This design comes from an exercise in tuning for small area on the open sky130 flow, not from production work. For this run, only the layout was checked, not whether the RTL still works. No activity file was given, so power comes from the tool's default toggle rates.

==> design.v <==
`default_nettype none
package pc_pkg;
    typedef enum logic [2:0] {
        F3_BEQ  = 3'b000,
        F3_BNE  = 3'b001,
        F3_BLT  = 3'b100,
        F3_BGE  = 3'b101,
        F3_BLTU = 3'b110,
        F3_BGEU = 3'b111
    } funct3_e;
    typedef logic [1:0] cnt_t;
    localparam cnt_t CNT_RESET = 2'b01;    
    localparam cnt_t CNT_MAX   = 2'b11;    
    localparam cnt_t CNT_MIN   = 2'b00;    
    function automatic cnt_t cnt_step(input cnt_t cnt, input logic taken);
        if (taken) begin
            cnt_step = (cnt == CNT_MAX) ? CNT_MAX : cnt + 2'b01;
        end else begin
            cnt_step = (cnt == CNT_MIN) ? CNT_MIN : cnt - 2'b01;
        end
    endfunction
endpackage
`default_nettype wire
`default_nettype none
module bht_btb
#(
    parameter int XLEN  = 32,
    parameter int IDX_W = 6,
    parameter int TAG_W = 8
) (
    input  logic             clk,
    input  logic             rst,
    input  logic [IDX_W-1:0] rd_idx,
    output logic             rd_valid,
    output logic [TAG_W-1:0] rd_tag,
    output pc_pkg::cnt_t     rd_cnt,
    output logic [XLEN-1:0]  rd_tgt,
    input  logic             upd_en,
    input  logic             upd_branch,
    input  logic             upd_jump,
    input  logic             upd_taken,
    input  logic [IDX_W-1:0] upd_idx,
    input  logic [TAG_W-1:0] upd_tag,
    input  logic [XLEN-1:0]  upd_tgt
);
    localparam int ENTRIES = 1 << IDX_W;
    logic             w_valid_arr [ENTRIES];
    logic [TAG_W-1:0] w_tag_arr   [ENTRIES];
    pc_pkg::cnt_t             w_cnt_arr   [ENTRIES];
    logic [XLEN-1:0]  w_tgt_arr   [ENTRIES];
    for (genvar i = 0; i < ENTRIES; i++) begin : g_entry
        logic             r_valid;
        logic [TAG_W-1:0] r_tag;
        pc_pkg::cnt_t             r_cnt;
        logic [XLEN-1:0]  r_tgt;
        logic             w_hit;
        assign w_hit = upd_en & (upd_idx == IDX_W'(i));
        always_ff @(posedge clk or posedge rst) begin
            if (rst) begin
                r_valid <= 1'b0;
                r_tag   <= '0;
                r_cnt   <= pc_pkg::CNT_RESET;
                r_tgt   <= '0;
            end else if (w_hit) begin
                if (upd_jump) begin
                    r_cnt <= pc_pkg::CNT_MAX;
                end else if (upd_branch) begin
                    r_cnt <= pc_pkg::cnt_step(r_cnt, upd_taken);
                end
                if (upd_taken) begin
                    r_valid <= 1'b1;
                    r_tag   <= upd_tag;
                    r_tgt   <= upd_tgt;
                end
            end
        end
        assign w_valid_arr[i] = r_valid;
        assign w_tag_arr[i]   = r_tag;
        assign w_cnt_arr[i]   = r_cnt;
        assign w_tgt_arr[i]   = r_tgt;
    end
    assign rd_valid = w_valid_arr[rd_idx];
    assign rd_tag   = w_tag_arr[rd_idx];
    assign rd_cnt   = w_cnt_arr[rd_idx];
    assign rd_tgt   = w_tgt_arr[rd_idx];
endmodule
`default_nettype wire
`default_nettype none
module next_pc_predictor
#(
    parameter int              XLEN        = 32,
    parameter logic [XLEN-1:0] RESET_PC    = '0,
    parameter int              BHT_ENTRIES = 64,
    parameter int              TAG_W       = 8
) (
    input  logic            clk,
    input  logic            rst,
    input  logic            stall,
    output logic [XLEN-1:0] pc,
    output logic            pred_taken,
    output logic [XLEN-1:0] pred_target,
    input  logic            ex_valid,
    input  logic [XLEN-1:0] ex_pc,
    input  logic            ex_branch,
    input  logic            ex_jump,
    input  logic            ex_jalr,
    input  logic [2:0]      ex_funct3,
    input  logic            zero,
    input  logic            less,
    input  logic            less_unsigned,
    input  logic [XLEN-1:0] ex_branch_target,
    input  logic [XLEN-1:0] ex_jalr_target,
    input  logic            ex_pred_taken,
    input  logic [XLEN-1:0] ex_pred_target,
    input  logic            is_ecall,
    input  logic            is_mret,
    input  logic [XLEN-1:0] mtvec,
    input  logic [XLEN-1:0] mepc,
    output logic            flush,
    output logic [31:0]     mispredict_cnt
);
    localparam int IDX_W = $clog2(BHT_ENTRIES);
    logic [XLEN-1:0]  r_pc;
    logic [31:0]      r_mispredict_cnt;
    logic             w_rd_valid;
    logic [TAG_W-1:0] w_rd_tag;
    pc_pkg::cnt_t             w_rd_cnt;
    logic [XLEN-1:0]  w_rd_tgt;
    logic             w_cond;
    logic             w_act_taken;
    logic [XLEN-1:0]  w_act_tgt;
    logic             w_mispredict;
    logic [XLEN-1:0]  w_pc_next;
    logic             w_upd_en;
    logic             w_unused_jalr_lsb;
    assign w_unused_jalr_lsb = ex_jalr_target[0];
    assign w_upd_en = ex_valid & ~is_ecall & ~is_mret;
    bht_btb #(
        .XLEN  (XLEN),
        .IDX_W (IDX_W),
        .TAG_W (TAG_W)
    ) u_bht_btb (
        .clk        (clk),
        .rst        (rst),
        .rd_idx     (r_pc[IDX_W+1:2]),
        .rd_valid   (w_rd_valid),
        .rd_tag     (w_rd_tag),
        .rd_cnt     (w_rd_cnt),
        .rd_tgt     (w_rd_tgt),
        .upd_en     (w_upd_en),
        .upd_branch (ex_branch),
        .upd_jump   (ex_jump),
        .upd_taken  (w_act_taken),
        .upd_idx    (ex_pc[IDX_W+1:2]),
        .upd_tag    (ex_pc[IDX_W+2 +: TAG_W]),
        .upd_tgt    (w_act_tgt)
    );
    assign pred_taken  = w_rd_valid & (w_rd_tag == r_pc[IDX_W+2 +: TAG_W]) & w_rd_cnt[1];
    assign pred_target = pred_taken ? w_rd_tgt : r_pc + XLEN'(4);
    always_comb begin
        w_cond = 1'b0;
        case (ex_funct3)
            pc_pkg::F3_BEQ:  w_cond = zero;
            pc_pkg::F3_BNE:  w_cond = ~zero;
            pc_pkg::F3_BLT:  w_cond = less;
            pc_pkg::F3_BGE:  w_cond = ~less;
            pc_pkg::F3_BLTU: w_cond = less_unsigned;
            pc_pkg::F3_BGEU: w_cond = ~less_unsigned;
            default: w_cond = 1'b0;
        endcase
    end
    assign w_act_taken = ex_jump | (ex_branch & w_cond);
    assign w_act_tgt   = (ex_jump & ex_jalr) ? {ex_jalr_target[XLEN-1:1], 1'b0}
                                             : ex_branch_target;
    assign w_mispredict = ex_valid & (ex_branch | ex_jump) &
                          ((w_act_taken != ex_pred_taken) |
                           (w_act_taken & (w_act_tgt != ex_pred_target)));
    assign flush = is_ecall | is_mret | w_mispredict;
    always_comb begin
        w_pc_next = pred_target;
        if (is_ecall) begin
            w_pc_next = mtvec;
        end else if (is_mret) begin
            w_pc_next = mepc;
        end else if (w_mispredict) begin
            w_pc_next = w_act_taken ? w_act_tgt : ex_pc + XLEN'(4);
        end else if (stall) begin
            w_pc_next = r_pc;
        end
    end
    always_ff @(posedge clk or posedge rst) begin
        if (rst) begin
            r_pc             <= RESET_PC;
            r_mispredict_cnt <= '0;
        end else begin
            r_pc <= w_pc_next;
            if (w_mispredict) begin
                r_mispredict_cnt <= r_mispredict_cnt + 32'd1;
            end
        end
    end
    assign pc             = r_pc;
    assign mispredict_cnt = r_mispredict_cnt;
endmodule
`default_nettype wire
==> run.sh <==
#!/bin/bash
# synth_recipe.tcl (not shown) runs the flow's synth.tcl, then flattens the netlist and writes it again
# the make line also repeats each setting of config.mk as NAME=value (left out here)
make -C /OpenROAD-flow-scripts/flow DESIGN_CONFIG=/design/flow/config.mk WORK_HOME=/design/flow/orfs CLKGATE_MAP_FILE= SYNTH_SCRIPT=/design/flow/synth_recipe.tcl finish
==> config.mk <==
export PLATFORM = sky130hd
export DESIGN_NAME = next_pc_predictor
export DESIGN_NICKNAME = next_pc_predictor
export VERILOG_FILES = /design/flow/design.v
export SDC_FILE = /design/flow/constraint.sdc
export NUM_CORES = 8
export LEC_CHECK = 0
export CAP_MARGIN = 20
export CORE_MARGIN = 2
export CORE_UTILIZATION = 40
export SETUP_SLACK_MARGIN = 0.5
export SLEW_MARGIN = 20
==> constraint.sdc <==
create_clock -name core_clock -period 10.0 [get_ports {clk}]
set_input_delay 2.0000 -clock core_clock [delete_from_list [all_inputs] [get_ports {clk}]]
set_output_delay 2.0000 -clock core_clock [all_outputs]
set_load 0.01 [all_outputs]
==> summary.md <==
| Metric | Value |
|---|---|
| Final routed wire length divided by cell count | `35.99 um` |
| Layout Utilization | `46.25%` |
| Clock root buffer | `sky130_fd_sc_hd__clkbuf_16` |
| Final worst path period need | `9.704 ns` |
| Final HPWL DP | `365200 um` |
| Total die area | `310500 um^2` |
| Post-Route Setup TNS | `0 ns` |
| DRC violation count after routing | `0` |
| Insertion delay of the later-clocked pin in the worst-skew pair | `0.93 ns` |
| Worst setup timing slack at the placement stage | `1.121 ns` |
| Number of global-route vias before repair | `99830` |
| Nets | `12920` |
| Count of vias placed by the detailed router | `110200` |
| TritonCTS clock tree | `yes` |
| Final hold viol count | `0` |
| Final slew viol count | `0` |
| Max-cap check violation count | `0` |
| Post-CTS Repair Setup Buffers | `0` |
| First-pass GRT wire length | `834500 um` |
| Crit Path Category | `reg -> out` |
| Largest net degree at the start of global routing | `174` |
| IO Port Bufs | `304` |
| Gp weighted congestion | `1.013` |
| Layout cell share with drive strength beyond 1 | `11.38%` |
| Final-report setup violation count | `0` |
| Initial antenna violation count | `58` |
| Arr. time, crit path | `7.70 ns` |
| Data required time of the worst path | `8.00 ns` |
| Count of nets left with antenna violations after detail routing | `0` |
| Routed via count divided by cell count | `6.456` |
| Biggest area consumer among synthesized cells | `sky130_fd_sc_hd__dfrtp_1` |
| Number of flip-flops and latches in the synthesized netlist | `2816` |
| Async SR Flop Fraction | `100.0%` |
| Clock Path Buffers | `4` |
| Floorplan core area | `305300 um^2` |
| Number of iterations in the first detailed-routing pass | `12` |
| Floorplan die height | `557.2 um` |
| Fill count | `29130` |
| Worst rel slew slack | `12.76%` |
| Grt total ovfl | `0` |
| Final critical-path setup slack | `0.2959 ns` |
| Resized cells post-CTS | `0` |
| Final clock skew | `0.06357 ns` |
| Most area-consuming cells after synthesis | `sky130_fd_sc_hd__dfrtp_1 56%, sky130_fd_sc_hd__nand2_1 8.6%, sky130_fd_sc_hd__a22oi_1 6.7%, sky130_fd_sc_hd__o21ai_0 6.6%, sky130_fd_sc_hd__clkbuf_1 3.0%` |
| Clk pin slew, worst setup/hold paths | `0.06 ns` |
| Crit path max-delay cell type | `sky130_fd_sc_hd__nor3_4` |
| GRT Overall Usage | `38.70%` |
| Peak clock frequency supported by timing | `0.1030 GHz` |
| Syn. warnings | `6` |
| Aggregate routed wire length | `614500 um` |
| Die X | `557.2 um` |
| Total of hold buffers inserted after clock tree synthesis | `0` |
| Transition time at the pin with the least slew margin | `1.305 ns` |
| Placed standard-cell area | `131100 um^2` |
| Longest individual stage delay on the worst path | `0.80 ns` |
| Pwr/cell area | `184.6 nW/um^2` |
| Synth Area per Inst | `9.560 um^2` |
| Final instance area | `141200 um^2` |
| Initial standard-cell utilization of the core | `40.10%` |
| Leakage power summed over all cells | `64.80 nW` |
| Unique masters post-synth | `96` |
| Number of buffers created by CTS | `309` |
| Share of the yosys chip area belonging to registers | `57.63%` |
| Synthesized Nets | `13020` |
| H-tree depth | `5` |
| Syn Std Cell Area | `122400 um^2` |
| Crit end category | `primary output` |
| Most used flip-flop cell after synthesis | `sky130_fd_sc_hd__dfrtp_1` |
| Number of flops mapped to enable cells by yosys | `0` |
| Num ports | `306` |
| Post-route fraction of the period consumed by the critical path | `97.04%` |
| Outcome | `finished clean` |
| Layout overhead on the synthesized area | `15.34%` |
| CP cell instances | `inv_1 -> ha_1 -> buf_4 -> nand3b_1 -> nor2_4 -> buf_4 -> a221oi_1 -> and4_1 -> a41oi_1 -> xor2_1 -> nor3_4 -> nand3_4 -> buf_4 -> mux2i_1 -> clkdlybuf4s50_1` |
| Worst-path maximum fanout | `26` |
| Clock sink count | `2816` |
| Number of rows in the core area | `203` |
| IR drop worst, VDD | `135.0 uV` |
| Worst min path class | `reg -> reg` |
| Most prevalent standard cell on the critical path | `sky130_fd_sc_hd__buf_4` |
| Area share of the largest cell type after synthesis | `56.25%` |
| Unrepaired setup endpoints after global routing | `false` |
| Critical Path Source Type | `flip-flop` |
| Number of standard cells after synthesis | `12810` |
| First-iteration detailed-routing DRC count | `19880` |
## power breakdown
part | internal [W] | total (W) | switching (W)
registers | 0.0118 | 0.0121 | 0.000285
logic | 0.000626 | 0.00241 | 0.00178
clock network | 0.00658 | 0.0116 | 0.00499
total | 0.0190 | 0.0261 | 0.00706
## state kept, by name, indices dropped and copies added (netlist names)
| register | cells |
|---|---|
| r_mispredict_cnt | 32 |
| r_pc | 32 |
| u_bht_btb.g_entry.r_cnt | 128 |
| u_bht_btb.g_entry.r_tag | 512 |
| u_bht_btb.g_entry.r_tgt | 2048 |
| u_bht_btb.g_entry.r_valid | 64 |
## worst max-delay path: cells and delay by family, from the launching register on
kind / cells / cell delay (ns)
AO/OA/AOI/OAI: 2 / 0.37
buffers and inverters: 5 / 2.20
multiplexers: 1 / 0.39
XOR/XNOR: 1 / 0.13
AND/OR/NAND/NOR: 5 / 2.59
adder cells (fa/ha/maj): 1 / 0.56
flip-flops: 1 / 0.48
## cell usage in the layout (no fill, tap or decap), types with 54 or more instances in the layout
master                               n
sky130_fd_sc_hd__clkbuf_8           67
sky130_fd_sc_hd__nand4_1           210
sky130_fd_sc_hd__o22a_1            128
sky130_fd_sc_hd__a22o_1             61
sky130_fd_sc_hd__nand2_1          2762
sky130_fd_sc_hd__mux2_2            250
sky130_fd_sc_hd__xnor2_1            82
sky130_fd_sc_hd__clkbuf_16         314
sky130_fd_sc_hd__buf_4             394
sky130_fd_sc_hd__clkbuf_1           77
sky130_fd_sc_hd__dfstp_2            64
sky130_fd_sc_hd__clkdlybuf4s50_1   293
sky130_fd_sc_hd__dfrtp_1          2748
sky130_fd_sc_hd__nand2b_1           54
sky130_fd_sc_hd__a221oi_1           59
sky130_fd_sc_hd__a21oi_1           668
sky130_fd_sc_hd__nand3_1           132
sky130_fd_sc_hd__nor3_1            119
sky130_fd_sc_hd__nor4_1             91
sky130_fd_sc_hd__nor2_4             62
sky130_fd_sc_hd__nor2_1            812
sky130_fd_sc_hd__a31oi_1            68
sky130_fd_sc_hd__a22oi_1          1094
sky130_fd_sc_hd__o21ai_0          1617
## cell usage after synthesis (14+ instances only)
master,instances
sky130_fd_sc_hd__a222oi_1,33
sky130_fd_sc_hd__o21ai_0,1618
sky130_fd_sc_hd__clkbuf_1,969
sky130_fd_sc_hd__a221oi_1,59
sky130_fd_sc_hd__dfstp_2,64
sky130_fd_sc_hd__nand3_1,132
sky130_fd_sc_hd__buf_2,52
sky130_fd_sc_hd__a22o_1,61
sky130_fd_sc_hd__buf_1,104
sky130_fd_sc_hd__a31oi_1,68
sky130_fd_sc_hd__nand2b_1,56
sky130_fd_sc_hd__nor3_1,142
sky130_fd_sc_hd__nor4_1,97
sky130_fd_sc_hd__a22oi_1,1094
sky130_fd_sc_hd__o22a_1,128
sky130_fd_sc_hd__nand4_1,210
sky130_fd_sc_hd__a21oi_1,672
sky130_fd_sc_hd__nor2_1,874
sky130_fd_sc_hd__mux2i_1,76
sky130_fd_sc_hd__xnor2_1,82
sky130_fd_sc_hd__xor2_1,47
sky130_fd_sc_hd__mux2_2,250
sky130_fd_sc_hd__inv_1,23
sky130_fd_sc_hd__a32oi_1,14
sky130_fd_sc_hd__or2_2,20
sky130_fd_sc_hd__nand2_1,2813
sky130_fd_sc_hd__and3_1,49
sky130_fd_sc_hd__dfrtp_1,2752
## metal layers
metal / wire (um) / vias up / track usage [%]
li1: - / 44720 / -
met1: 221200 / 54390 / 48.28
met2: 249600 / 8662 / 53.79
met3: 88180 / 2394 / 15.20
met4: 55110 / 56 / 29.00
met5: 431 / - / 0.1544
## cell families (layout without fill, tap and decap cells)
family	count (synthesis)	in the layout	synth area share (%)
multiplexers	326	326	2.921
buffers and inverters	1171	1297	3.751
XOR/XNOR	129	129	0.9229
other	0	41	0
flip-flops	2816	2816	57.63
AND/OR/NAND/NOR	4464	4464	15.12
AO/OA/AOI/OAI	3890	3890	19.57
adder cells (fa/ha/maj)	9	9	0.09199
## metrics by stage
step           std cells  power (W)  hold slack (ns)
6_report           17070    0.02606           0.4450
5_1_grt            17040    0.02659           0.4702
4_1_cts            17030    0.02588           0.4459
3_5_place_dp       16490    0.01456           0.4329
3_3_place_gp       16490    0.01453           0.4274
2_1_floorplan      12810    0.01347           0.4143
## final timing paths
| check | end | slack (ns) | startpoint | cells past startpoint |
|---|---|---|---|---|
| max | pred_target[11] | 0.30 | r_pc[2] | 15 |
| min | u_bht_btb.g_entry[1].r_valid | 0.44 | u_bht_btb.g_entry[1].r_valid | 2 |
| max reg2reg | r_pc[2] | 3.28 | r_pc[2] | 15 |
| min reg2reg | u_bht_btb.g_entry[1].r_valid | 0.44 | u_bht_btb.g_entry[1].r_valid | 2 |
| max in group asynchronous | u_bht_btb.g_entry[27].r_tgt[9] | 6.25 | rst | 4 |
| min in group asynchronous | r_mispredict_cnt[10] | 1.54 | rst | 2 |
## area by class of cell
type / count / area (um^2) / share of cell area (%)
Inverter: 26 / 101.3 / 0.07178
Sequential cell: 2816 / 70550 / 49.97
Antenna cell: 41 / 102.6 / 0.07266
Clock inverter: 80 / 878.3 / 0.6221
Clock buffer: 458 / 9069 / 6.423
Timing Repair Buffer: 733 / 6628 / 4.694
Multi-Input combinational cell: 8818 / 48740 / 34.52
Tap cell: 4100 / 5130 / 3.633

[afterwards: timing with drivers on the ports]
The flow's constraints put no driver on any port. The routed layout listed below was extracted and timed again, unchanged, in two steps. Step 1 assumes that a clkbuf_16 drives the clock port and a buf_2 every other input. Step 2 moves the port delays by t, midway between the first and last clock arrival at a register: inputs arrive t later, outputs are due t later. That takes back most of the time a late clock gives input paths. a / b / c = ideal / step 1 / step 2; a / b = the first two.
t, ns: 1.003
setup slack, ns: 0.296 / 0.188 / 0.982
hold slack, ns: 0.445 / 0.445 / 0.445
After both steps setup and hold are still met in this run. For this run, drivers alone change the setup slack by -0.108 ns; drivers and shift together by +0.686 ns.
